What follows belongs to an exercise in optimizing a design on an open flow for small area; a production flow would make more cautious choices.
Only simulation tests tie the RTL to the original design; equivalence was not proved.
Power is estimated from default activity; no workload was simulated.

==> design/flow/constraint.sdc <==
create_clock -name core_clock -period 5.5 [get_ports {i_clk}]
set_input_delay 1.1000 -clock core_clock [delete_from_list [all_inputs] [get_ports {i_clk}]]
set_output_delay 1.1000 -clock core_clock [all_outputs]
set_load 0.01 [all_outputs]
==> design/flow/run.sh <==
#!/bin/bash
# synth_recipe.tcl (not shown) runs the flow's synth.tcl, then flattens the netlist and writes it again
# the make line also repeats each setting of config.mk as NAME=value (left out here)
make -C /OpenROAD-flow-scripts/flow DESIGN_CONFIG=/design/flow/config.mk WORK_HOME=/design/flow/orfs CLKGATE_MAP_FILE= SYNTH_SCRIPT=/design/flow/synth_recipe.tcl finish
==> design/flow/design.v <==
`timescale 1ns/1ps
module byte_loader (
  input  logic       i_clk,
  input  logic       i_rst,
  input  logic       i_in_en,
  input  logic [2:0] i_fn_sel,
  output logic       o_accept,
  output logic       o_first_byte,    
  output logic       o_last_byte,     
  output logic [2:0] o_block_idx,
  output logic       o_is_min,
  output logic       o_mm_last,       
  output logic       o_busy,
  output logic       o_crc_show,      
  output logic       o_first_show,    
  output logic       o_second_show    
);
  localparam logic [2:0] FN_CRC_GEN  = 3'd3;
  localparam logic [2:0] FN_TOP2MAX  = 3'd4;
  localparam logic [2:0] FN_LAST2MIN = 3'd5;
  logic [3:0] byte_idx;
  logic [2:0] block_idx;
  logic       is_crc, is_mm, is_min;
  logic       accept, last_byte, group_end;
  logic       p1, p2, c1, c2, c3, vf, vs;
  assign accept    = i_in_en && !o_busy;
  assign last_byte = accept && (byte_idx == 4'd15);
  assign group_end = !is_mm || (block_idx == 3'd7);
  always_ff @(posedge i_clk or posedge i_rst) begin
    if (i_rst) begin
      byte_idx  <= '0;
      block_idx <= '0;
      is_crc    <= 1'b0;
      is_mm     <= 1'b0;
      is_min    <= 1'b0;
    end else begin
      if (accept) begin
        byte_idx <= byte_idx + 1'b1;
        if (byte_idx == '0 && block_idx == '0) begin
          is_crc <= (i_fn_sel == FN_CRC_GEN);
          is_mm  <= (i_fn_sel == FN_TOP2MAX) || (i_fn_sel == FN_LAST2MIN);
          is_min <= (i_fn_sel == FN_LAST2MIN);
        end
      end
      if (last_byte) begin
        block_idx <= group_end ? '0 : block_idx + 1'b1;
      end
    end
  end
  always_ff @(posedge i_clk or posedge i_rst) begin
    if (i_rst) begin
      p1 <= 1'b0;
      p2 <= 1'b0;
      vf <= 1'b0;
      vs <= 1'b0;
      c1 <= 1'b0;
      c2 <= 1'b0;
      c3 <= 1'b0;
    end else begin
      p1 <= last_byte && is_mm && (block_idx == 3'd7);
      p2 <= p1;
      vf <= p2;
      vs <= vf;
      c1 <= last_byte && is_crc;
      c2 <= c1;
      c3 <= c2;
    end
  end
  assign o_busy        = p1 | p2 | vf | vs;
  assign o_accept      = accept;
  assign o_first_byte  = byte_idx == 4'd0;
  assign o_last_byte   = byte_idx == 4'd15;
  assign o_block_idx   = block_idx;
  assign o_is_min      = is_min;
  assign o_mm_last     = last_byte && is_mm;
  assign o_crc_show    = c3;
  assign o_first_show  = vf;
  assign o_second_show = vs;
endmodule
`timescale 1ns/1ps
module crc3_unit (
  input  logic       i_clk,
  input  logic [7:0] i_byte,
  input  logic       i_accept,
  input  logic       i_first_byte,
  input  logic       i_last_byte,
  output logic [2:0] o_crc
);
  function automatic logic [2:0] mulx(input logic [2:0] v);
    mulx = {v[1] ^ v[2], v[0], v[2]};
  endfunction
  function automatic logic [2:0] mulxinv(input logic [2:0] v);
    logic [2:0] t;
    t = v;
    for (int i = 0; i < 6; i++) t = mulx(t);
    mulxinv = t;
  endfunction
  function automatic logic [2:0] byte_term(input logic [7:0] b);
    logic [2:0] t;
    logic [2:0] pw;
    t  = '0;
    pw = mulx(mulx(mulx(3'b001)));
    for (int j = 0; j < 8; j++) begin
      t  = t ^ ({3{b[j]}} & pw);
      pw = mulx(pw);
    end
    byte_term = t;
  endfunction
  logic [2:0] acc_q;
  logic [2:0] crc_q;
  logic [2:0] sum;
  assign sum = (i_first_byte ? 3'b000 : acc_q) ^ byte_term(i_byte);
  always_ff @(posedge i_clk) begin
    if (i_accept) begin
      acc_q <= mulxinv(sum);
      if (i_last_byte) begin
        crc_q <= mulx(sum);
      end
    end
  end
  assign o_crc = crc_q;
endmodule
`timescale 1ns/1ps
module extreme_tracker (
  input  logic         i_clk,
  input  logic         i_rst,
  input  logic [7:0]   i_byte,
  input  logic         i_accept,
  input  logic         i_first_byte,
  input  logic         i_mm_last,
  input  logic [2:0]   i_block_idx,
  input  logic         i_is_min,
  input  logic         i_first_show,
  input  logic         i_second_show,
  output logic [127:0] o_data
);
  logic [127:0] r0, r1, r2;
  logic [2:0]   is_f, is_s, is_n;   
  logic [7:0]   f_byte, s_byte;
  logic         bet_f, bet_s;       
  logic         bf_byte, bs_byte, ne_f, ne_s, fin_f, fin_s;
  logic [2:0]   sel;
  assign is_n = ~(is_f | is_s);
  always_ff @(posedge i_clk) begin
    if (i_accept) begin
      r0 <= {is_n[0] ? i_byte : r0[7:0], r0[127:8]};
      r1 <= {is_n[1] ? i_byte : r1[7:0], r1[127:8]};
      r2 <= {is_n[2] ? i_byte : r2[7:0], r2[127:8]};
    end
  end
  assign f_byte = ({8{is_f[0]}} & r0[7:0]) | ({8{is_f[1]}} & r1[7:0]) | ({8{is_f[2]}} & r2[7:0]);
  assign s_byte = ({8{is_s[0]}} & r0[7:0]) | ({8{is_s[1]}} & r1[7:0]) | ({8{is_s[2]}} & r2[7:0]);
  assign ne_f    = i_byte != f_byte;
  assign ne_s    = i_byte != s_byte;
  assign bf_byte = i_is_min ? (i_byte < f_byte) : (i_byte > f_byte);
  assign bs_byte = i_is_min ? (i_byte < s_byte) : (i_byte > s_byte);
  assign fin_f   = ne_f ? bf_byte : (bet_f && !i_first_byte);
  assign fin_s   = ne_s ? bs_byte : (bet_s && !i_first_byte);
  always_ff @(posedge i_clk) begin
    if (i_accept) begin
      bet_f <= fin_f;
      bet_s <= fin_s;
    end
  end
  always_ff @(posedge i_clk or posedge i_rst) begin
    if (i_rst) begin
      is_f <= 3'b001;
      is_s <= 3'b010;
    end else if (i_mm_last) begin
      if (i_block_idx == 3'd0 || fin_f) begin
        is_f <= is_n;
        is_s <= is_f;
      end else if (i_block_idx == 3'd1 || fin_s) begin
        is_s <= is_n;
      end
    end
  end
  assign sel = ({3{i_first_show}} & is_f) | ({3{i_second_show}} & is_s);
  assign o_data = ({128{sel[0]}} & r0) | ({128{sel[1]}} & r1) | ({128{sel[2]}} & r2);
endmodule
`timescale 1ns/1ps
module output_stage (
  input  logic [2:0]   i_crc,
  input  logic         i_crc_show,
  input  logic         i_first_show,
  input  logic         i_second_show,
  input  logic [127:0] i_pair_data,
  output logic         o_valid,
  output logic [127:0] o_iot_out
);
  assign o_valid   = i_crc_show | i_first_show | i_second_show;
  assign o_iot_out = {i_pair_data[127:3], i_pair_data[2:0] | ({3{i_crc_show}} & i_crc)};
endmodule
`timescale 1ns/1ps
module iotdf_top (
  input  logic         i_clk,
  input  logic         i_rst,
  input  logic         i_in_en,
  input  logic [7:0]   i_iot_in,
  input  logic [2:0]   i_fn_sel,
  output logic         o_busy,
  output logic         o_valid,
  output logic [127:0] o_iot_out
);
  logic         accept;
  logic         first_byte;
  logic         last_byte;
  logic [2:0]   block_idx;
  logic         is_min;
  logic         mm_last;
  logic         crc_show;
  logic         first_show;
  logic         second_show;
  logic [2:0]   crc;
  logic [127:0] pair_data;
  byte_loader u_byte_loader (
    .i_clk         (i_clk),
    .i_rst         (i_rst),
    .i_in_en       (i_in_en),
    .i_fn_sel      (i_fn_sel),
    .o_accept      (accept),
    .o_first_byte  (first_byte),
    .o_last_byte   (last_byte),
    .o_block_idx   (block_idx),
    .o_is_min      (is_min),
    .o_mm_last     (mm_last),
    .o_busy        (o_busy),
    .o_crc_show    (crc_show),
    .o_first_show  (first_show),
    .o_second_show (second_show)
  );
  crc3_unit u_crc3_unit (
    .i_clk        (i_clk),
    .i_byte       (i_iot_in),
    .i_accept     (accept),
    .i_first_byte (first_byte),
    .i_last_byte  (last_byte),
    .o_crc        (crc)
  );
  extreme_tracker u_extreme_tracker (
    .i_clk         (i_clk),
    .i_rst         (i_rst),
    .i_byte        (i_iot_in),
    .i_accept      (accept),
    .i_first_byte  (first_byte),
    .i_mm_last     (mm_last),
    .i_block_idx   (block_idx),
    .i_is_min      (is_min),
    .i_first_show  (first_show),
    .i_second_show (second_show),
    .o_data        (pair_data)
  );
  output_stage u_output_stage (
    .i_crc         (crc),
    .i_crc_show    (crc_show),
    .i_first_show  (first_show),
    .i_second_show (second_show),
    .i_pair_data   (pair_data),
    .o_valid       (o_valid),
    .o_iot_out     (o_iot_out)
  );
endmodule
==> design/flow/config.mk <==
export PLATFORM = sky130hd
export DESIGN_NAME = iotdf_top
export DESIGN_NICKNAME = iotdf_top
export VERILOG_FILES = /design/flow/design.v
export SDC_FILE = /design/flow/constraint.sdc
export NUM_CORES = 4
export LEC_CHECK = 0
export CAP_MARGIN = 20
export CORE_MARGIN = 2
export CORE_UTILIZATION = 40
export SETUP_SLACK_MARGIN = 0.3
export SLEW_MARGIN = 20
==> flow_summary.toml, run 1 <==
[power]
power_leakage_nw = 7.504
ir_worst_vdd_v = 0.0002272
power.density_mw_per_mm2 = 391.4

[logic_synthesis]
yosysSeqAreaShare_pct = 77.05
synth-seq-cells = 415
synth_flop_cell = "edfxtp_1"
yosysWarningCount = 3
netlist_area_mm2 = 0.01603
yosys.cell_types.count = 49
post_synth.cell_area_avg_um2 = 17.12
synth_top_area_share_pct = 73.44
synth_area_leaders = "edfxtp_1 (73%), a222oi_1 (8.8%), inv_1 (3.3%), dfrtp_1 (3.3%), ha_1 (1.7%)"
synth_nets = 972
ys_async_sr_fraction_pct = 5.542
synthCells = 936
yosys.area.top_type = "edfxtp_1"
synth_edf_count = 392

[critical_path]
critPathRequiredTime_ns = 4.40
setup.worst_path.start_class = "flop"
arrival_ns = 3.26
crit_path_max_fanout = 74
end_kind = "primary output"
worstSetupPathType = "flop to primary output"

[cts]
clkTransAtPathRegs_ns = 0.06
cts_tree = "done"
h-tree-depth = 2
clockRootBuffer = "clkbuf_16"
cts_buffer_depth = 3
clock_sinks = 415
ctsResizeCount = 0
cts_hold_buf = 0
clk-insertion-delay-late_ns = 0.55
numCtsBuffers = 42
cts_setup_buffers = 0

[status]
status = "complete, no violations"

[placed_design]
dp_hpwl_mm = 24.35
routabilityCongestion = 0.8773
placed_cell_area_mm2 = 0.01805
io_buffers = 143

[floorplan]
core_mm2 = 0.03964
die_w_um = 204.2
num_rows = 73
start_util_pct = 40.43
fp.dieH_um = 204.2
ios = 144
die_area_mm2 = 0.04169

[grt]
grt_pass1_vias = 8832
antenna_found_initial = 0
grt_first_pass_wirelength_mm = 54.38
grt_overflow = 0
grt_max_degree = 91
grt_usage_pct = 17.55

[cells_and_area]
layout.nets = 1116
diodes = 0
layout-drive-gt1-share_pct = 10.15
areaGrowthSynthToFinish_pct = 20.91
fin_area_mm2 = 0.01938

[route]
firstDrtPassIters = 11
vias = 9227
drt_iter0_markers = 1455
viasPerCell = 5.633
drc_errors = 0
ant_nets = 0
avgRoutedWirePerCell_um = 22.78
routed_wl_mm = 37.31

[timing]
finalMaxSlewViolations = 0
min_period_ns = 4.357
setup_viol = 0
rsz0062_at_grt = "false"
final_hold_viol_count = 0
tightestPinTransition_ns = 0.9644
relSlewSlack_pct = 35.64
fin_crit_sh_pct = 79.22
setup_tns_ns = 0
max_clock_freq_mhz = 229.5
clock-skew-final_ns = 0.02092

[hold_path]
hold_class = "flop to flop"

[run]
drv_cap = 0
-- flip-flops by register name, indices dropped and copies added, names as in the netlist, 3 cells and up --
| signal | cells |
|---|---|
| u_extreme_tracker.r1 | 128 |
| u_byte_loader.block_idx | 3 |
| u_crc3_unit.acc_q | 3 |
| u_extreme_tracker.is_s | 3 |
| u_extreme_tracker.r0 | 128 |
| u_byte_loader.byte_idx | 4 |
| u_crc3_unit.crc_q | 3 |
| u_extreme_tracker.is_f | 3 |
| u_extreme_tracker.r2 | 128 |
-- cell type report --
| cell class | count | area [µm²] |
|---|---|---|
| clock buffer | 53 | 1092 |
| clock inverter | 24 | 240.2 |
| fill | 3382 | 20260 |
| inverter | 142 | 533.0 |
| multi-input combinational | 326 | 2927 |
| sequential | 415 | 12350 |
| tap | 525 | 656.9 |
| timing repair buffer | 153 | 1582 |
-- synthesized netlist by cell type, types with 3 or more instances --
| master | n |
|---|---|
| xnor2_1 | 14 |
| a21oi_1 | 5 |
| a222oi_1 | 141 |
| clkbuf_8 | 3 |
| mux2_4 | 3 |
| nand4_1 | 4 |
| ha_1 | 22 |
| xor2_1 | 4 |
| clkbuf_1 | 41 |
| o211ai_1 | 3 |
| o21ai_0 | 8 |
| nand3_1 | 13 |
| inv_1 | 142 |
| nor2_2 | 4 |
| a22oi_1 | 6 |
| nand2_1 | 26 |
| dfrtp_1 | 21 |
| edfxtp_1 | 392 |
| nor3_1 | 4 |
| o2111ai_1 | 3 |
| mux2_2 | 24 |
| a22o_2 | 3 |
| o31ai_1 | 3 |
| nor2_1 | 4 |
| o211a_1 | 4 |
| nor2b_1 | 6 |
| buf_1 | 5 |
-- where the power goes --
group | total (W) | switching (W) | internal (W)
sequential | 0.00409 | 0.000262 | 0.00383
combinational | 0.000750 | 0.000421 | 0.000329
clock | 0.00274 | 0.00117 | 0.00157
total | 0.00758 | 0.00186 | 0.00573
-- through the flow --
stage	hold slack [ns]	util [%]	instances	worst slack (ns)	total power (W)
floorplan	0.3312	-	936	0.7230	0.004645
CTS	0.3696	48.89	1638	1.175	0.007645
finish	0.3612	48.89	1638	1.143	0.007585
detailed placement	0.3555	45.53	1561	1.753	0.004883
global placement	0.3359	45.53	1561	1.777	0.004876
global route	0.3726	48.89	1638	1.015	0.007883
-- final timing paths --
check                                     startpoint                   endpoint  slack [ns]  cells after the start
min in group asynchronous                      i_rst  u_byte_loader.byte_idx[3]        1.08                      2
min reg2reg                         u_byte_loader.c1           u_byte_loader.c2        0.36                      0
min                                 u_byte_loader.c1           u_byte_loader.c2        0.36                      0
max reg2reg                  u_extreme_tracker.r0[2]  u_extreme_tracker.is_f[1]        2.37                      8
max                        u_extreme_tracker.is_f[2]              o_iot_out[91]        1.14                      5
max in group asynchronous                      i_rst  u_extreme_tracker.is_f[1]        3.82                      2
-- placed cells by master, fill, tap and decap left out, types with 5 or more instances in the layout --
master,instances
dfrtp_1,21
clkbuf_1,11
o21ai_0,8
a21oi_1,5
a222oi_1,141
nand2_1,26
nand3_1,13
clkinv_2,7
clkinv_1,7
inv_1,142
xnor2_1,14
nor2b_1,6
buf_12,6
mux2_2,24
clkdlybuf4s50_1,143
a22oi_1,6
clkbuf_16,42
edfxtp_1,392
ha_1,22
-- layer usage --
layer | GRT usage, % | wire [µm] | part of all wire [%] | vias to the layer above
met5 | 0 | 0 | 0 | -
met4 | 5.590 | 918 | 2.5 | 0
met3 | 3.571 | 3560 | 9.5 | 59
met2 | 26.89 | 16990 | 46 | 517
met1 | 25.22 | 15840 | 42 | 4576
li1 | - | - | - | 4075
-- logic make-up (layout without fill, tap and decap cells) --
logic type	after synthesis	in the layout	share of synthesized area, %
AO/OA/AOI/OAI	185	185	10.91
AND/OR/NAND/NOR	74	74	2.537
multiplexers	27	27	1.967
adder cells (fa/ha/maj)	22	22	1.717
XOR/XNOR	18	18	0.9836
flip-flops	415	415	77.05
buffers and inverters	195	372	4.840
-- worst max-delay path: stages, from the launching register on --
cell	delay (ns)
dfrtp_1	0.65
a22o_4	0.82
buf_12	0.36
a222oi_1	0.16
inv_1	0.13
clkdlybuf4s50_1	0.55
==> run 2, diff against run 1 <==
==> design/flow/flow/run.sh (new file) <==
#!/bin/bash
# Standard ORFS layout (the standard.sh) with two changes:
#  - port buffers use the smallest buffer (buf_1) instead of the resizer's default choice
#  - clock tree built from clkbuf_8 clusters of at most 20 sinks, without dummy loads
set -euo pipefail
export BUFFER_PORTS_ARGS="-buffer_cell sky130_fd_sc_hd__buf_1"
export CTS_ARGS="-sink_clustering_enable -repair_clock_nets -dont_use_dummy_load -buf_list sky130_fd_sc_hd__clkbuf_8 -sink_clustering_size 20 -sink_clustering_max_diameter 50"
bash standard.sh > standard_flow.log 2>&1
==> design/flow/standard.sh (new file) <==
#!/bin/bash
# synth_recipe.tcl (not shown) runs the flow's synth.tcl, then flattens the netlist and writes it again
# the make line also repeats each setting of config.mk as NAME=value (left out here)
make -C /OpenROAD-flow-scripts/flow DESIGN_CONFIG=/design/flow/config.mk WORK_HOME=/design/flow/orfs CLKGATE_MAP_FILE= SYNTH_SCRIPT=/design/flow/synth_recipe.tcl "${@:-finish}"
removed: design/flow/run.sh
==> flow_summary.toml, run 2 <==
[route]
drt_iter0_markers = 1589
viasPerCell = 5.705
vias = 9105
avgRoutedWirePerCell_um = 23.07
firstDrtPassIters = 12
drc_errors = 0
ant_nets = 0
routed_wl_mm = 36.82

[cells_and_area]
layout_commonest_cell = "edfxtp_1"
layout-drive-gt1-share_pct = 8.310
diodes = 0
top_regs = "u_extreme_tracker.r0: 128 flops, u_extreme_tracker.r1: 128 flops, u_extreme_tracker.r2: 128 flops"
mostFrequentLayoutCells = "edfxtp_1 (392), buf_1 (143), inv_1 (142)"
layout.nets = 1109
seqCellArea_mm2 = 0.01235
n_fill_cell = 3551
areaGrowthSynthToFinish_pct = 10.18
multi_input_area_mm2 = 0.002927

[power]
power_frac_comb_pct = 11.9
power_leakage_nw = 6.796
power.density_mw_per_mm2 = 359.9
power_frac_seq_pct = 64.1
switchingPower_w = 0.001606
clkPwrFrac_pct = 24.1
ir_worst_vdd_v = 0.0001192
p_sw_share_pct = 25.27
power.internal_w = 0.004749

[cts]
cts_tree = "done"
clockRootBuffer = "clkbuf_8"
clk-insertion-delay-late_ns = 0.59
clock_sinks = 415
numCtsBuffers = 37
cts_buffer_depth = 3
cts_setup_buffers = 0
clkTransAtPathRegs_ns = 0.08
cts_hold_buf = 0
h-tree-depth = 2
ctsResizeCount = 0

[logic_synthesis]
yosys.cell_types.count = 49
post_synth.cell_area_avg_um2 = 17.12
synth_nets = 972
synth_edf_count = 392
netlist_area_mm2 = 0.01603
synth-seq-cells = 415
synth_top_area_share_pct = 73.44
yosys.area.top_type = "edfxtp_1"
synth_flop_cell = "edfxtp_1"
yosysWarningCount = 3
yosysSeqAreaShare_pct = 77.05
synth_area_leaders = "edfxtp_1 (73%), a222oi_1 (8.8%), inv_1 (3.3%), dfrtp_1 (3.3%), ha_1 (1.7%)"
ys_async_sr_fraction_pct = 5.542
synth_common_cells = "edfxtp_1 (392), inv_1 (142), a222oi_1 (141), clkbuf_1 (41), nand2_1 (26)"
synth_most_common_cell = "edfxtp_1"
synthCells = 936

[critical_path]
setup.worst_path.start_class = "flop"
cp_top_family = "compound AO/OA/AOI/OAI gates"
crit_path_max_fanout = 81
r2r-start = "u_extreme_tracker.is_f[1]"
crit_buf_inv = 3
critPathLaunch = "u_extreme_tracker.is_f[1]"
slowest_stage = "a22o_4"
end_kind = "primary output"
slowest_delay_ns = 0.86
worstSetupPathType = "flop to primary output"
crit_chain = "a22o_4, buf_12, a222oi_1, inv_1, buf_1"
arrival_ns = 2.97
critPathRequiredTime_ns = 4.40

[timing]
tightestPinTransition_ns = 1.037
clock-skew-final_ns = 0.06798
hold_ws_ns = 0.3530
final_hold_viol_count = 0
relSlewSlack_pct = 30.85
setup_tns_ns = 0
min_period_ns = 4.074
max_clock_freq_mhz = 245.5
fin_crit_sh_pct = 74.07
setup_viol = 0
setup_ws_ns = 1.426
finalMaxSlewViolations = 0
rsz0062_at_grt = "false"

[grt]
grt_pass1_vias = 8622
grt_overflow = 0
grt_usage_pct = 17.16
grt_first_pass_wirelength_mm = 53.38
antenna_found_initial = 1
grt_max_degree = 101

[floorplan]
start_util_pct = 40.43
fp.dieH_um = 204.2
die_area_mm2 = 0.04169
num_rows = 73
die_w_um = 204.2
ios = 144
core_mm2 = 0.03964

[hold_path]
hold_class = "flop to flop"
min-delay-start = "u_byte_loader.c1"

[placed_design]
dp_slack_ns = 2.048
dp_hpwl_mm = 24.08
routabilityCongestion = 0.9203
io_buffers = 143

[status]
status = "complete, no violations"

[run]
drv_cap = 0
[run 2: cell counts after synthesis]
Identical to the previous run, type by type.
[run 2: logic make-up after synthesis]
group | Yosys count | share of synthesized area (%)
fa+ha+maj | 22 | 1.717
simple gates | 74 | 2.537
mux | 27 | 1.967
compound gates | 185 | 10.91
xor+xnor | 18 | 0.9836
buf+inv | 195 | 4.840
flops | 415 | 77.05
[run 2: stage by stage]
step / util [%] / area [µm²] / total power (W) / std cells
after global placement: 43.26 / 17150 / 0.004860 / 1559
after global routing: 44.55 / 17660 / 0.006617 / 1596
after floorplan: - / 16030 / 0.004645 / 936
after detailed placement: 43.26 / 17150 / 0.004875 / 1559
final: 44.55 / 17660 / 0.006355 / 1596
after CTS: 44.55 / 17660 / 0.006406 / 1596
[run 2: final cells by class]
type,count,share of cell area (%)
multi-input cells,326,16.57
well taps,525,3.720
clock buffers,37,2.884
repair buffers,151,3.876
flip-flops and latches,415,69.93
inverters,142,3.018
[run 2: final timing paths]
| kind | to | slack, ns | depth (start not counted) |
|---|---|---|---|
| setup / recovery | o_iot_out[24] | 1.43 | 5 |
| hold / removal | u_byte_loader.c2 | 0.35 | 0 |
| setup reg to reg | u_extreme_tracker.is_f[1] | 2.46 | 7 |
| hold reg to reg | u_byte_loader.c2 | 0.35 | 0 |
| max in group asynchronous | u_extreme_tracker.is_s[0] | 4.19 | 2 |
| min in group asynchronous | u_extreme_tracker.is_f[1] | 0.72 | 2 |
[run 2: worst reg2reg max path, cell delays in order (launching register included)]
cell      delay, ns
dfrtp_1        0.56
a222oi_1       0.52
ha_1           0.33
and4_1         0.21
o31a_2         0.33
o211ai_2       0.51
a21oi_4        0.15
mux2_4         0.32
[run 2: power groups by stage]
stage	sequential (W)	combinational, W	clock [W]
detailed placement	0.00413	0.000741	0
global route	0.00410	0.000828	0.00169
finish	0.00407	0.000753	0.00153
global placement	0.00412	0.000735	0
floorplan	0.00401	0.000638	0
CTS	0.00407	0.000750	0.00159
[run 2: per-layer routing]
metal	wire [µm]	track usage [%]	up-vias
met5	0	0	-
met4	1006	5.642	0
met3	3265	3.109	59
met2	16930	26.15	426
met1	15610	24.94	4608
li1	-	-	4012
==> run 3, diff against run 2 <==
--- a/design/flow/design.v
+++ b/design/flow/design.v
@@ -138,7 +138,7 @@
   logic [2:0]   is_f, is_s, is_n;   
   logic [7:0]   f_byte, s_byte;
   logic         bet_f, bet_s;       
-  logic         bf_byte, bs_byte, ne_f, ne_s, fin_f, fin_s;
+  logic         fin_f, fin_s;
   logic [2:0]   sel;
   assign is_n = ~(is_f | is_s);
   always_ff @(posedge i_clk) begin
@@ -150,12 +150,17 @@
   end
   assign f_byte = ({8{is_f[0]}} & r0[7:0]) | ({8{is_f[1]}} & r1[7:0]) | ({8{is_f[2]}} & r2[7:0]);
   assign s_byte = ({8{is_s[0]}} & r0[7:0]) | ({8{is_s[1]}} & r1[7:0]) | ({8{is_s[2]}} & r2[7:0]);
-  assign ne_f    = i_byte != f_byte;
-  assign ne_s    = i_byte != s_byte;
-  assign bf_byte = i_is_min ? (i_byte < f_byte) : (i_byte > f_byte);
-  assign bs_byte = i_is_min ? (i_byte < s_byte) : (i_byte > s_byte);
-  assign fin_f   = ne_f ? bf_byte : (bet_f && !i_first_byte);
-  assign fin_s   = ne_s ? bs_byte : (bet_s && !i_first_byte);
+  function automatic logic better(input logic [7:0] a, input logic [7:0] b,
+                                  input logic prev, input logic is_min);
+    logic r;
+    r = prev;
+    for (int j = 0; j < 8; j++) begin
+      if (a[j] != b[j]) r = a[j] ^ is_min;
+    end
+    better = r;
+  endfunction
+  assign fin_f = better(i_byte, f_byte, bet_f && !i_first_byte, i_is_min);
+  assign fin_s = better(i_byte, s_byte, bet_s && !i_first_byte, i_is_min);
   always_ff @(posedge i_clk) begin
     if (i_accept) begin
       bet_f <= fin_f;
==> design/flow/flow/run.sh (replaced) <==
#!/bin/bash
# Standard ORFS layout (the standard.sh) with two changes:
#  - port buffers use the smallest buffer (buf_1) instead of the resizer's default choice
#  - clock tree built from clkbuf_4 clusters of at most 12 sinks, without dummy loads
set -euo pipefail
export BUFFER_PORTS_ARGS="-buffer_cell sky130_fd_sc_hd__buf_1"
export CTS_ARGS="-sink_clustering_enable -repair_clock_nets -dont_use_dummy_load -buf_list sky130_fd_sc_hd__clkbuf_4 -sink_clustering_size 12 -sink_clustering_max_diameter 40"
bash standard.sh > standard_flow.log 2>&1
--- a/design/flow/config.mk
+++ b/design/flow/config.mk
@@ -7,6 +7,6 @@
 export LEC_CHECK = 0
 export CAP_MARGIN = 20
 export CORE_MARGIN = 2
-export CORE_UTILIZATION = 40
+export CORE_UTILIZATION = 55
 export SETUP_SLACK_MARGIN = 0.3
 export SLEW_MARGIN = 20
==> flow_summary.toml, run 3 <==
[route]
drc_errors = 0
ant_nets = 0
avgRoutedWirePerCell_um = 24.17
drt_iter0_markers = 1582
firstDrtPassIters = 13
routed_wl_mm = 35.31
vias = 9133
viasPerCell = 6.251

[timing]
setup_ws_ns = 1.286
setup_viol = 0
finalMaxSlewViolations = 0
relSlewSlack_pct = 25.33
fin_crit_sh_pct = 76.62
clock-skew-final_ns = 0.07594
min_period_ns = 4.214
hold_ws_ns = 0.3382
rsz0062_at_grt = "false"
max_clock_freq_mhz = 237.3
tightestPinTransition_ns = 1.120
final_hold_viol_count = 0

[cts]
numCtsBuffers = 51
ctsResizeCount = 0
cts_hold_buf = 0
clkTransAtPathRegs_ns = 0.09
clk-insertion-delay-late_ns = 0.70
cts_setup_buffers = 0
cts_tree = "done"
clock_sinks = 415
h-tree-depth = 2
clockRootBuffer = "clkbuf_4"
cts_buffer_depth = 3

[logic_synthesis]
synth-seq-cells = 415
yosysSeqAreaShare_pct = 77.44
synth_flop_cell = "edfxtp_1"
ys_async_sr_fraction_pct = 5.542
synth_common_cells = "edfxtp_1 (392), a222oi_1 (141), inv_1 (134), clkbuf_1 (51), mux2_2 (31)"
yosysWarningCount = 3
synth_nets = 954
synth_area_leaders = "edfxtp_1 (74%), a222oi_1 (8.8%), dfrtp_1 (3.3%), inv_1 (3.2%), mux2_2 (2.2%)"
synth_edf_count = 392
yosys.cell_types.count = 56
post_synth.cell_area_avg_um2 = 17.07
synth_most_common_cell = "edfxtp_1"
netlist_area_mm2 = 0.01595
synth_top_area_share_pct = 73.81
yosys.area.top_type = "edfxtp_1"
synthCells = 934

[floorplan]
die_area_mm2 = 0.03037
start_util_pct = 55.71
fp.dieH_um = 174.3
core_mm2 = 0.02863
num_rows = 62
ios = 144
die_w_um = 174.3

[cells_and_area]
layout_commonest_cell = "edfxtp_1"
fin_util_pct = 60.37
layout.cells.non_filler = 1461
areaGrowthSynthToFinish_pct = 8.364
mostFrequentLayoutCells = "edfxtp_1 (392), buf_1 (143), a222oi_1 (141)"
layout-drive-gt1-share_pct = 10.22
top_regs = "u_extreme_tracker.r0: 128 flops, u_extreme_tracker.r1: 128 flops, u_extreme_tracker.r2: 128 flops"
layout.nets = 1098

[critical_path]
crit_chain = "a22o_4, buf_4, a222oi_1, inv_1, buf_1"
slowest_stage = "a22o_4"
worstSetupPathType = "flop to primary output"
setup.worst_path.start_class = "flop"
crit_path_max_fanout = 70
critPathRequiredTime_ns = 4.40
cp_top_family = "compound AO/OA/AOI/OAI gates"
end_kind = "primary output"
crit_buf_inv = 3
slowest_delay_ns = 0.76
arrival_ns = 3.11

[grt]
grt_overflow = 0
grt_usage_pct = 22.98
grt_max_degree = 212
grt_pass1_vias = 8681
grt_first_pass_wirelength_mm = 52.58
antenna_found_initial = 1

[placed_design]
place_inst = 1409
io_buffers = 143
dp_hpwl_mm = 21.79
routabilityCongestion = 0.8530
dp_slack_ns = 2.007

[power]
power_frac_comb_pct = 5.9
p_sw_share_pct = 22.72
power_leakage_nw = 6.664
switchingPower_w = 0.001253
power.density_mw_per_mm2 = 319.2
clkPwrFrac_pct = 24.1
ir_worst_vdd_v = 0.0002331
power_frac_seq_pct = 70.0
power.internal_w = 0.004262

[status]
status = "complete, no violations"

[hold_path]
hold_class = "flop to flop"

[run]
drv_cap = 0
## run 3: cell count changes in the layout (fill, tap and decap cells not counted), moves of 5 or more
cell      before  now
nand2_1       26   21
a21oi_1        5    0
or3_1          0    5
xnor2_1       14   20
inv_1        142  133
ha_1          22    6
mux2_2        24   30
clkbuf_4       0   51
clkbuf_8      37    0
nor2_1         4   10
## run 3: worst register-to-register path, stage by stage, from the launching register on
cell	delay, ns
edfxtp_1	0.54
a222oi_1	0.70
nor2_1	0.11
a2111o_1	0.39
a31oi_1	0.14
o21ai_1	0.14
a32oi_4	0.31
mux2_2	0.38
mux2_4	0.25
## run 3: power groups by stage
stage	clock, W	combinational, W	sequential [W]
floorplan	0	0.000271	0.00387
global placement	0	0.000327	0.00392
detailed placement	0	0.000331	0.00392
CTS	0.00138	0.000333	0.00386
global route	0.00150	0.000368	0.00388
finish	0.00133	0.000328	0.00386
## run 3: area by class of cell
cell class	instances	area [µm²]
flip-flops and latches	415	12350
fillers	2229	11340
multi-input cells	325	2917
repair buffers	151	634.4
inverters	134	515.5
well taps	384	480.5
clock buffers	51	382.9
diodes	1	2.502
## run 3: routing by layer
metal / vias up / GRT usage [%] / routed length, µm / share of wire [%]
met3: 65 / 4.112 / 3364 / 9.5
li1: 4031 / - / - / -
met4: 0 / 6.758 / 877 / 2.5
met2: 469 / 33.38 / 15900 / 45
met5: - / 0 / 0 / 0
met1: 4568 / 35.86 / 15170 / 43
## run 3: path summary, 6_finish.rpt
check / to / startpoint / slack, ns / cells after the start
setup / recovery: o_iot_out[95] / u_extreme_tracker.is_s[1] / 1.29 / 5
hold / removal: u_byte_loader.c3 / u_byte_loader.c2 / 0.34 / 0
setup reg to reg: u_extreme_tracker.is_s[0] / u_extreme_tracker.r0[1] / 2.41 / 8
hold reg to reg: u_byte_loader.c3 / u_byte_loader.c2 / 0.34 / 0
max in group asynchronous: u_byte_loader.byte_idx[3] / i_rst / 4.36 / 2
min in group asynchronous: u_byte_loader.byte_idx[0] / i_rst / 0.57 / 2
## run 3: kinds of logic (layout without fill, tap and decap cells)
family	count (synthesis)	in the layout	share of synthesized area, %
flip-flops	415	415	77.44
buffers and inverters	194	336	4.668
AND/OR/NAND/NOR	73	73	2.346
XOR/XNOR	28	28	1.538
other	0	1	0
adder cells (fa/ha/maj)	8	8	0.5963
AO/OA/AOI/OAI	181	181	10.95
multiplexers	35	35	2.463
## run 3: metrics by stage
step / instance area, µm² / power (W) / setup TNS, ns
final: 17280 / 0.005516 / 0
after global routing: 17280 / 0.005745 / 0
after CTS: 17280 / 0.005570 / 0
after detailed placement: 16900 / 0.004253 / 0
after global placement: 16900 / 0.004246 / 0
after floorplan: 16000 / 0.004145 / -771.26
==> run 4, diff against run 3 <==
--- a/design/flow/design.v
+++ b/design/flow/design.v
@@ -22,7 +22,8 @@
   logic [2:0] block_idx;
   logic       is_crc, is_mm, is_min;
   logic       accept, last_byte, group_end;
-  logic       p1, p2, c1, c2, c3, vf, vs;
+  logic       s1, s2, s3, s4;   
+  logic       ev_mm;            
   assign accept    = i_in_en && !o_busy;
   assign last_byte = accept && (byte_idx == 4'd15);
   assign group_end = !is_mm || (block_idx == 3'd7);
@@ -49,33 +50,32 @@
   end
   always_ff @(posedge i_clk or posedge i_rst) begin
     if (i_rst) begin
-      p1 <= 1'b0;
-      p2 <= 1'b0;
-      vf <= 1'b0;
-      vs <= 1'b0;
-      c1 <= 1'b0;
-      c2 <= 1'b0;
-      c3 <= 1'b0;
+      s1 <= 1'b0;
+      s2 <= 1'b0;
+      s3 <= 1'b0;
+      s4 <= 1'b0;
     end else begin
-      p1 <= last_byte && is_mm && (block_idx == 3'd7);
-      p2 <= p1;
-      vf <= p2;
-      vs <= vf;
-      c1 <= last_byte && is_crc;
-      c2 <= c1;
-      c3 <= c2;
-    end
-  end
-  assign o_busy        = p1 | p2 | vf | vs;
+      s1 <= last_byte && (is_crc || (is_mm && block_idx == 3'd7));
+      s2 <= s1;
+      s3 <= s2;
+      s4 <= s3 && ev_mm;
+    end
+  end
+  always_ff @(posedge i_clk) begin
+    if (last_byte) begin
+      ev_mm <= is_mm;
+    end
+  end
+  assign o_busy        = ev_mm && (s1 || s2 || s3 || s4);
   assign o_accept      = accept;
   assign o_first_byte  = byte_idx == 4'd0;
   assign o_last_byte   = byte_idx == 4'd15;
   assign o_block_idx   = block_idx;
   assign o_is_min      = is_min;
   assign o_mm_last     = last_byte && is_mm;
-  assign o_crc_show    = c3;
-  assign o_first_show  = vf;
-  assign o_second_show = vs;
+  assign o_crc_show    = s3 && !ev_mm;
+  assign o_first_show  = s3 && ev_mm;
+  assign o_second_show = s4;
 endmodule
 `timescale 1ns/1ps
 module crc3_unit (
@@ -134,22 +134,21 @@
   input  logic         i_second_show,
   output logic [127:0] o_data
 );
-  logic [127:0] r0, r1, r2;
+  logic [127:0] r0, r1, r2;          
   logic [2:0]   is_f, is_s, is_n;   
-  logic [7:0]   f_byte, s_byte;
-  logic         bet_f, bet_s;       
+  logic [7:0]   b0, b1, b2;         
+  logic [2:0]   bet;                
+  logic [2:0]   fin;
   logic         fin_f, fin_s;
   logic [2:0]   sel;
   assign is_n = ~(is_f | is_s);
   always_ff @(posedge i_clk) begin
     if (i_accept) begin
-      r0 <= {is_n[0] ? i_byte : r0[7:0], r0[127:8]};
-      r1 <= {is_n[1] ? i_byte : r1[7:0], r1[127:8]};
+      r0 <= {is_n[0] ? ~i_byte : r0[7:0], r0[127:8]};
+      r1 <= {is_n[1] ? ~i_byte : r1[7:0], r1[127:8]};
       r2 <= {is_n[2] ? i_byte : r2[7:0], r2[127:8]};
     end
   end
-  assign f_byte = ({8{is_f[0]}} & r0[7:0]) | ({8{is_f[1]}} & r1[7:0]) | ({8{is_f[2]}} & r2[7:0]);
-  assign s_byte = ({8{is_s[0]}} & r0[7:0]) | ({8{is_s[1]}} & r1[7:0]) | ({8{is_s[2]}} & r2[7:0]);
   function automatic logic better(input logic [7:0] a, input logic [7:0] b,
                                   input logic prev, input logic is_min);
     logic r;
@@ -159,12 +158,17 @@
     end
     better = r;
   endfunction
-  assign fin_f = better(i_byte, f_byte, bet_f && !i_first_byte, i_is_min);
-  assign fin_s = better(i_byte, s_byte, bet_s && !i_first_byte, i_is_min);
+  assign b0 = ~r0[7:0];
+  assign b1 = ~r1[7:0];
+  assign b2 = r2[7:0];
+  assign fin[0] = better(i_byte, b0, bet[0] && !i_first_byte, i_is_min);
+  assign fin[1] = better(i_byte, b1, bet[1] && !i_first_byte, i_is_min);
+  assign fin[2] = better(i_byte, b2, bet[2] && !i_first_byte, i_is_min);
+  assign fin_f  = |(fin & is_f);
+  assign fin_s  = |(fin & is_s);
   always_ff @(posedge i_clk) begin
     if (i_accept) begin
-      bet_f <= fin_f;
-      bet_s <= fin_s;
+      bet <= fin;
     end
   end
   always_ff @(posedge i_clk or posedge i_rst) begin
@@ -181,7 +185,7 @@
     end
   end
   assign sel = ({3{i_first_show}} & is_f) | ({3{i_second_show}} & is_s);
-  assign o_data = ({128{sel[0]}} & r0) | ({128{sel[1]}} & r1) | ({128{sel[2]}} & r2);
+  assign o_data = ~((~{128{sel[0]}} | r0) & (~{128{sel[1]}} | r1) & ~({128{sel[2]}} & r2));
 endmodule
 `timescale 1ns/1ps
 module output_stage (
==> flow_summary.toml, run 4 <==
[critical_path]
crit_chain = "and2_1, a22o_4, buf_12, nand2_1, o221ai_1, buf_1"
slowest_stage = "a22o_4"
setup.worst_path.start_class = "flop"
worstSetupPathType = "flop to primary output"
cp_top_family = "compound AO/OA/AOI/OAI gates"
arrival_ns = 2.85
slowest_delay_ns = 0.77
end_kind = "primary output"
crit_buf_inv = 2
critPathRequiredTime_ns = 4.40
regToRegSetupSlack_ns = 2.37
crit_path_max_fanout = 77

[route]
firstDrtPassIters = 6
drc_errors = 0
viasPerCell = 6.063
vias = 9198
ant_nets = 0
avgRoutedWirePerCell_um = 23.46
drt_iter0_markers = 942
routed_wl_mm = 35.58

[logic_synthesis]
synthCells = 991
yosysWarningCount = 3
yosys.cell_types.count = 63
synth_common_cells = "edfxtp_1 (394), nand2_1 (168), o221ai_1 (128), clkbuf_1 (50), o21ai_0 (33)"
synth_area_leaders = "edfxtp_1 (74%), o221ai_1 (7.0%), nand2_1 (4.0%), dfrtp_1 (2.8%), clkbuf_1 (1.2%)"
netlist_area_mm2 = 0.01590
synth_flop_cell = "edfxtp_1"
yosys.area.top_type = "edfxtp_1"
synth_nets = 1011
synth-seq-cells = 414
synth_most_common_cell = "edfxtp_1"
post_synth.cell_area_avg_um2 = 16.05
ys_async_sr_fraction_pct = 4.831
yosysSeqAreaShare_pct = 77.56
synth_edf_count = 394
synth_top_area_share_pct = 74.40

[timing]
clock-skew-final_ns = 0.08297
setup_viol = 0
max_clock_freq_mhz = 253.0
setup_tns_ns = 0
tightestPinTransition_ns = 0.9970
fin_crit_sh_pct = 71.88
hold_ws_ns = 0.3842
setup_ws_ns = 1.547
final_hold_viol_count = 0
finalMaxSlewViolations = 0
min_period_ns = 3.953
relSlewSlack_pct = 33.54
rsz0062_at_grt = "false"

[status]
status = "complete, no violations"

[cts]
cts_buffer_depth = 3
cts_tree = "done"
clk-insertion-delay-late_ns = 0.68
numCtsBuffers = 50
clkTransAtPathRegs_ns = 0.09
cts_hold_buf = 0
clockRootBuffer = "clkbuf_4"
h-tree-depth = 2
ctsResizeCount = 0
clock_sinks = 414
cts_setup_buffers = 0

[grt]
grt_pass1_vias = 8554
grt_max_degree = 135
grt_usage_pct = 23.33
grt_first_pass_wirelength_mm = 53.09
grt_overflow = 0
antenna_found_initial = 1

[placed_design]
dp_slack_ns = 1.729
routabilityCongestion = 0.8908
dp_hpwl_mm = 21.74
io_buffers = 143

[cells_and_area]
top_regs = "u_extreme_tracker.r0: 128 flops, u_extreme_tracker.r1: 128 flops, u_extreme_tracker.r2: 128 flops"
layout_commonest_cell = "edfxtp_1"
layout-drive-gt1-share_pct = 8.127
layout.nets = 1154
areaGrowthSynthToFinish_pct = 8.049
mostFrequentLayoutCells = "edfxtp_1 (394), nand2_1 (168), buf_1 (143)"

[floorplan]
num_rows = 62
fp.dieH_um = 174.0
die_area_mm2 = 0.03029
die_w_um = 174.0
start_util_pct = 55.56
ios = 144
core_mm2 = 0.02863

[power]
ir_worst_vdd_v = 0.0001935
totalPowerFinal_w = 0.005582
power_leakage_nw = 5.644
power.density_mw_per_mm2 = 324.8

[hold_path]
hold_class = "flop to flop"

[run]
drv_cap = 0
run 4: cell count changes after synthesis, sizes merged, moves of 5 or more:
cell    before  now
nand2       22  168
o21ai        9   33
mux2        34   11
a21oi        0   13
inv        134   17
xor2         8   15
or3          5    0
o221ai       1  128
or2          2    8
a222oi     141    1
run 4: per-stage QoR:
stage	instance area [µm²]	cells	util [%]
5_1_grt	17180	1517	60.03
3_3_place_gp	16800	1466	58.71
3_5_place_dp	16800	1466	58.71
4_1_cts	17180	1516	60.02
2_1_floorplan	15910	991	-
6_report	17180	1517	60.03
run 4: cells by family after synthesis:
kind of cell	Yosys count	synth area share, %
and+or+nand+nor	227	6.137
xor gates and xnor gates	36	1.983
muxes	14	1.015
DFF	414	77.56
adders and majority gates	8	0.5979
buffers and inverters	79	2.132
AOI/OAI and AO/OA	213	10.57
run 4: final timing paths:
kind	endpoint	startpoint	cells past startpoint
max	o_iot_out[60]	u_byte_loader.ev_mm	6
min	u_byte_loader.s2	u_byte_loader.s1	0
max reg2reg	u_extreme_tracker.is_f[1]	u_byte_loader.byte_idx[1]	10
min reg2reg	u_byte_loader.s2	u_byte_loader.s1	0
max in group asynchronous	u_byte_loader.byte_idx[0]	i_rst	2
min in group asynchronous	u_byte_loader.block_idx[2]	i_rst	2
run 4: where the power goes:
group	internal, W	total, W	switching, W	leakage [nW]
logic	0.000150	0.000395	0.000246	1.31
registers	0.00372	0.00387	0.000149	4.10
clock network	0.000418	0.00132	0.000901	0.230
run 4: final cells by class:
| class | count | area (µm²) |
|---|---|---|
| Fill cell | 2239 | 11440 |
| Inverter | 18 | 67.56 |
| Tap cell | 384 | 480.5 |
| Sequential cell | 414 | 12330 |
| Multi-Input combinational cell | 498 | 3256 |
| Antenna cell | 1 | 2.502 |
| Timing Repair Buffer | 152 | 666.9 |
| Clock buffer | 50 | 375.4 |
run 4: routing by layer:
metal / global-route usage, % / vias to the layer above / part of all wire (%)
met5: 0 / - / 0
met4: 5.882 / 0 / 2.1
met3: 4.768 / 59 / 7.9
met2: 34.25 / 355 / 45
met1: 36.13 / 4607 / 45
li1: - / 4177 / -
==> run 5, diff against run 4 <==
--- a/design/flow/design.v
+++ b/design/flow/design.v
@@ -136,9 +136,9 @@
 );
   logic [127:0] r0, r1, r2;          
   logic [2:0]   is_f, is_s, is_n;   
-  logic [7:0]   b0, b1, b2;         
   logic [2:0]   bet;                
-  logic [2:0]   fin;
+  logic [2:0]   cout;
+  logic [2:0]   fin;                
   logic         fin_f, fin_s;
   logic [2:0]   sel;
   assign is_n = ~(is_f | is_s);
@@ -149,26 +149,25 @@
       r2 <= {is_n[2] ? i_byte : r2[7:0], r2[127:8]};
     end
   end
-  function automatic logic better(input logic [7:0] a, input logic [7:0] b,
-                                  input logic prev, input logic is_min);
-    logic r;
-    r = prev;
+  function automatic logic chain(input logic [7:0] a, input logic [7:0] b_n, input logic c_in);
+    logic c;
+    c = c_in;
     for (int j = 0; j < 8; j++) begin
-      if (a[j] != b[j]) r = a[j] ^ is_min;
-    end
-    better = r;
-  endfunction
-  assign b0 = ~r0[7:0];
-  assign b1 = ~r1[7:0];
-  assign b2 = r2[7:0];
-  assign fin[0] = better(i_byte, b0, bet[0] && !i_first_byte, i_is_min);
-  assign fin[1] = better(i_byte, b1, bet[1] && !i_first_byte, i_is_min);
-  assign fin[2] = better(i_byte, b2, bet[2] && !i_first_byte, i_is_min);
-  assign fin_f  = |(fin & is_f);
-  assign fin_s  = |(fin & is_s);
+      c = (a[j] & b_n[j]) | (a[j] & c) | (b_n[j] & c);
+    end
+    chain = c;
+  endfunction
+  logic [2:0] c_in;
+  assign c_in = i_first_byte ? {3{i_is_min}} : bet;
+  assign cout[0] = chain(i_byte, r0[7:0], c_in[0]);
+  assign cout[1] = chain(i_byte, r1[7:0], c_in[1]);
+  assign cout[2] = chain(i_byte, ~r2[7:0], c_in[2]);
+  assign fin     = cout ^ {3{i_is_min}};
+  assign fin_f   = |(fin & is_f);
+  assign fin_s   = |(fin & is_s);
   always_ff @(posedge i_clk) begin
     if (i_accept) begin
-      bet <= fin;
+      bet <= cout;
     end
   end
   always_ff @(posedge i_clk or posedge i_rst) begin
==> design/flow/flow/run.sh (replaced) <==
#!/bin/bash
# Standard ORFS layout (the standard.sh) with two changes:
#  - port buffers use the smallest buffer (buf_1) instead of the resizer's default choice
#  - clock tree built from clkbuf_4 clusters of at most 10 sinks, without dummy loads
set -euo pipefail
export BUFFER_PORTS_ARGS="-buffer_cell sky130_fd_sc_hd__buf_1"
export CTS_ARGS="-sink_clustering_enable -repair_clock_nets -dont_use_dummy_load -buf_list sky130_fd_sc_hd__clkbuf_4 -sink_clustering_size 10 -sink_clustering_max_diameter 40"
bash standard.sh > standard_flow.log 2>&1
--- a/design/flow/config.mk
+++ b/design/flow/config.mk
@@ -7,6 +7,6 @@
 export LEC_CHECK = 0
 export CAP_MARGIN = 20
 export CORE_MARGIN = 2
-export CORE_UTILIZATION = 55
+export CORE_UTILIZATION = 70
 export SETUP_SLACK_MARGIN = 0.3
 export SLEW_MARGIN = 20
==> flow_summary.toml, run 5 <==
[logic_synthesis]
synthCells = 929
yosysWarningCount = 3
yosys.cell_types.count = 48
synth_edf_count = 394
ys_async_sr_fraction_pct = 4.831
synth_nets = 949
synth_most_common_cell = "edfxtp_1"
synth_flop_cell = "edfxtp_1"
synth_top_area_share_pct = 76.44
synth-seq-cells = 414
yosys.area.top_type = "edfxtp_1"
synth_common_cells = "edfxtp_1 (394), nand2_1 (164), o221ai_1 (125), clkbuf_1 (51), o21ai_0 (27)"
yosysSeqAreaShare_pct = 79.69
synth_area_leaders = "edfxtp_1 (76%), o221ai_1 (7.1%), nand2_1 (4.0%), dfrtp_1 (2.9%), clkbuf_1 (1.2%)"
netlist_area_mm2 = 0.01548
post_synth.cell_area_avg_um2 = 16.66

[route]
drc_errors = 0
firstDrtPassIters = 5
met1Wirelength_mm = 13.35
dr_wl_met3_mm = 2.699
drt_iter0_markers = 805
routed_wl_mm = 31.96
vias = 8744
viasPerCell = 6.444
avgRoutedWirePerCell_um = 23.55
ant_nets = 0
wl_met2_mm = 15.33
highest_layer = "met4"

[critical_path]
cp_top_family = "buffers and inverters"
regToRegSetupSlack_ns = 1.98
critPathRequiredTime_ns = 4.40
worstSetupPathType = "flop to primary output"
reg2reg_to = "u_extreme_tracker.is_s[2]"
arrival_ns = 2.95
setup.worst_path.start_class = "flop"
slowest_stage = "buf_4"
reg2reg_depth = 11
crit_buf_inv = 2
end_kind = "primary output"
crit_chain = "and2_1, a22oi_2, buf_4, o221ai_1, buf_1"
crit_path_max_fanout = 88
r2r-start = "u_byte_loader.byte_idx[0]"
slowest_delay_ns = 0.80

[cts]
ctsResizeCount = 0
clkTransAtPathRegs_ns = 0.08
cts_tree = "done"
cts_buffer_depth = 3
clock_sinks = 414
clockRootBuffer = "clkbuf_4"
clk-insertion-delay-late_ns = 0.67
cts_setup_buffers = 0
cts_hold_buf = 0
numCtsBuffers = 50
h-tree-depth = 2

[cells_and_area]
top_regs = "u_extreme_tracker.r0: 128 flops, u_extreme_tracker.r1: 128 flops, u_extreme_tracker.r2: 128 flops"
areaGrowthSynthToFinish_pct = 7.655
n_fill_cell = 1289
mostFrequentLayoutCells = "edfxtp_1 (394), nand2_1 (164), buf_1 (143)"
layout-drive-gt1-share_pct = 8.364
fin_area_mm2 = 0.01666
layout.nets = 1098
layout_commonest_cell = "edfxtp_1"

[grt]
grt_first_pass_wirelength_mm = 47.80
grt_overflow = 0
antenna_found_initial = 1
grt_max_degree = 224
grt_pass1_vias = 8150
grt_usage_pct = 27.17

[timing]
setup_tns_ns = 0
setup_viol = 0
hold_ws_ns = 0.3827
tightestPinTransition_ns = 1.049
fin_crit_sh_pct = 73.70
max_clock_freq_mhz = 246.7
relSlewSlack_pct = 30.04
rsz0062_at_grt = "false"
clock-skew-final_ns = 0.05356
min_period_ns = 4.053
final_hold_viol_count = 0
finalMaxSlewViolations = 0

[run]
drv_cap = 0

[power]
ir_worst_vdd_v = 0.0002305
power.density_mw_per_mm2 = 341.9
power_leakage_nw = 5.488
totalPowerFinal_w = 0.005696

[floorplan]
num_rows = 54
die_area_mm2 = 0.02332
ios = 144
start_util_pct = 71.14
die_w_um = 152.7
core_mm2 = 0.02176
fp.dieH_um = 152.7

[hold_path]
worstHoldEndpoint = "u_byte_loader.s3"
hold_depth = 0
hold_class = "flop to flop"
min-delay-start = "u_byte_loader.s2"

[placed_design]
dp_hpwl_mm = 19.97
io_buffers = 143
placed_cell_area_mm2 = 0.01626
routabilityCongestion = 0.8445

[status]
status = "complete, no violations"
-- run 5: logic make-up after synthesis --
| group | Yosys count | share of synthesized area [%] |
|---|---|---|
| muxes | 15 | 1.091 |
| AOI/OAI and AO/OA | 195 | 10.23 |
| DFF | 414 | 79.69 |
| xor gates and xnor gates | 20 | 1.132 |
| adders and majority gates | 7 | 0.5497 |
| buffers and inverters | 73 | 1.819 |
| and+or+nand+nor | 205 | 5.481 |
-- run 5: per-layer routing --
layer / vias up / GRT usage, %
met1: 4338 / 42.43
met2: 393 / 41.87
li1: 3962 / -
met3: 51 / 4.465
met5: - / 0
met4: 0 / 5.952
-- run 5: how the worst max path moves through the flow --
stage                        startpoint  depth (start not counted)  slack [ns]                        end
floorplan                       i_in_en                          6        1.16  u_extreme_tracker.is_f[1]
global placement            i_iot_in[1]                         10        1.50  u_extreme_tracker.is_s[2]
detailed placement          i_iot_in[1]                         10        1.51  u_extreme_tracker.is_s[0]
CTS                 u_byte_loader.ev_mm                          6        1.37              o_iot_out[81]
global route        u_byte_loader.ev_mm                          5        1.27              o_iot_out[88]
finish              u_byte_loader.ev_mm                          5        1.45              o_iot_out[88]
-- run 5: through the flow --
step	util, %	worst slack [ns]	cells
6_report	76.59	1.447	1357
3_5_place_dp	74.72	1.514	1305
5_1_grt	76.59	1.272	1357
2_1_floorplan	-	1.164	929
4_1_cts	76.45	1.367	1355
3_3_place_gp	74.72	1.505	1305
-- run 5: layout make-up --
class / count / area [µm²] / share of cell area, %
tap: 280 / 350.3 / 2.103
sequential: 414 / 12330 / 74.03
antenna: 1 / 2.502 / 0.01502
inverter: 16 / 60.06 / 0.3604
clock buffer: 50 / 375.4 / 2.253
timing repair buffer: 154 / 651.9 / 3.912
multi-input combinational: 442 / 2888 / 17.33
-- run 5: worst reg2reg max path, delay by kind of cell, from the launching register on --
family,cells,cell delay (ns)
muxes,1,0.37
xor gates and xnor gates,1,0.13
DFF,1,0.40
buffers and inverters,1,0.09
adders and majority gates,1,0.16
and+or+nand+nor,1,0.52
AOI/OAI and AO/OA,6,1.78
-- run 5: where the power goes --
part / total (W) / internal (W) / leakage (nW) / switching [W]
sequential: 0.00399 / 0.00379 / 4.11 / 0.000196
clock: 0.00129 / 0.000418 / 0.230 / 0.000873
combinational: 0.000415 / 0.000163 / 1.14 / 0.000252
total: 0.00570 / 0.00437 / 5.49 / 0.00132

## port drivers added, routing unchanged
The results above use ideal ports. As a check the final layouts listed here were re-extracted and re-timed, cells and wires unchanged.
Step 1 assumes that a clkbuf_16 drives the clock port and a buf_2 every other input.
Step 2 times the ports against the registers' clock, not the clock port: input delays grow and output delays shrink by t, the midpoint of the rising clock arrivals with the driver on.
a / b / c = ideal ports / drivers / drivers and shift; a / b = the first two.
run | shift t [ns] | setup WS [ns] | latest minus earliest clock arrival (ns)
run 1 | 0.595 | 1.143 / 1.090 / 1.684 | 0.023 / 0.023
run 2 | 0.599 | 1.426 / 1.378 / 1.977 | 0.083 / 0.084
run 3 | 0.709 | 1.286 / 1.241 / 1.950 | 0.088 / 0.088
run 4 | 0.685 | 1.547 / 1.499 / 1.638 | 0.083 / 0.083
run 5 | 0.686 | 1.447 / 1.402 / 1.466 | 0.054 / 0.054
After both steps every run listed still meets setup and hold.
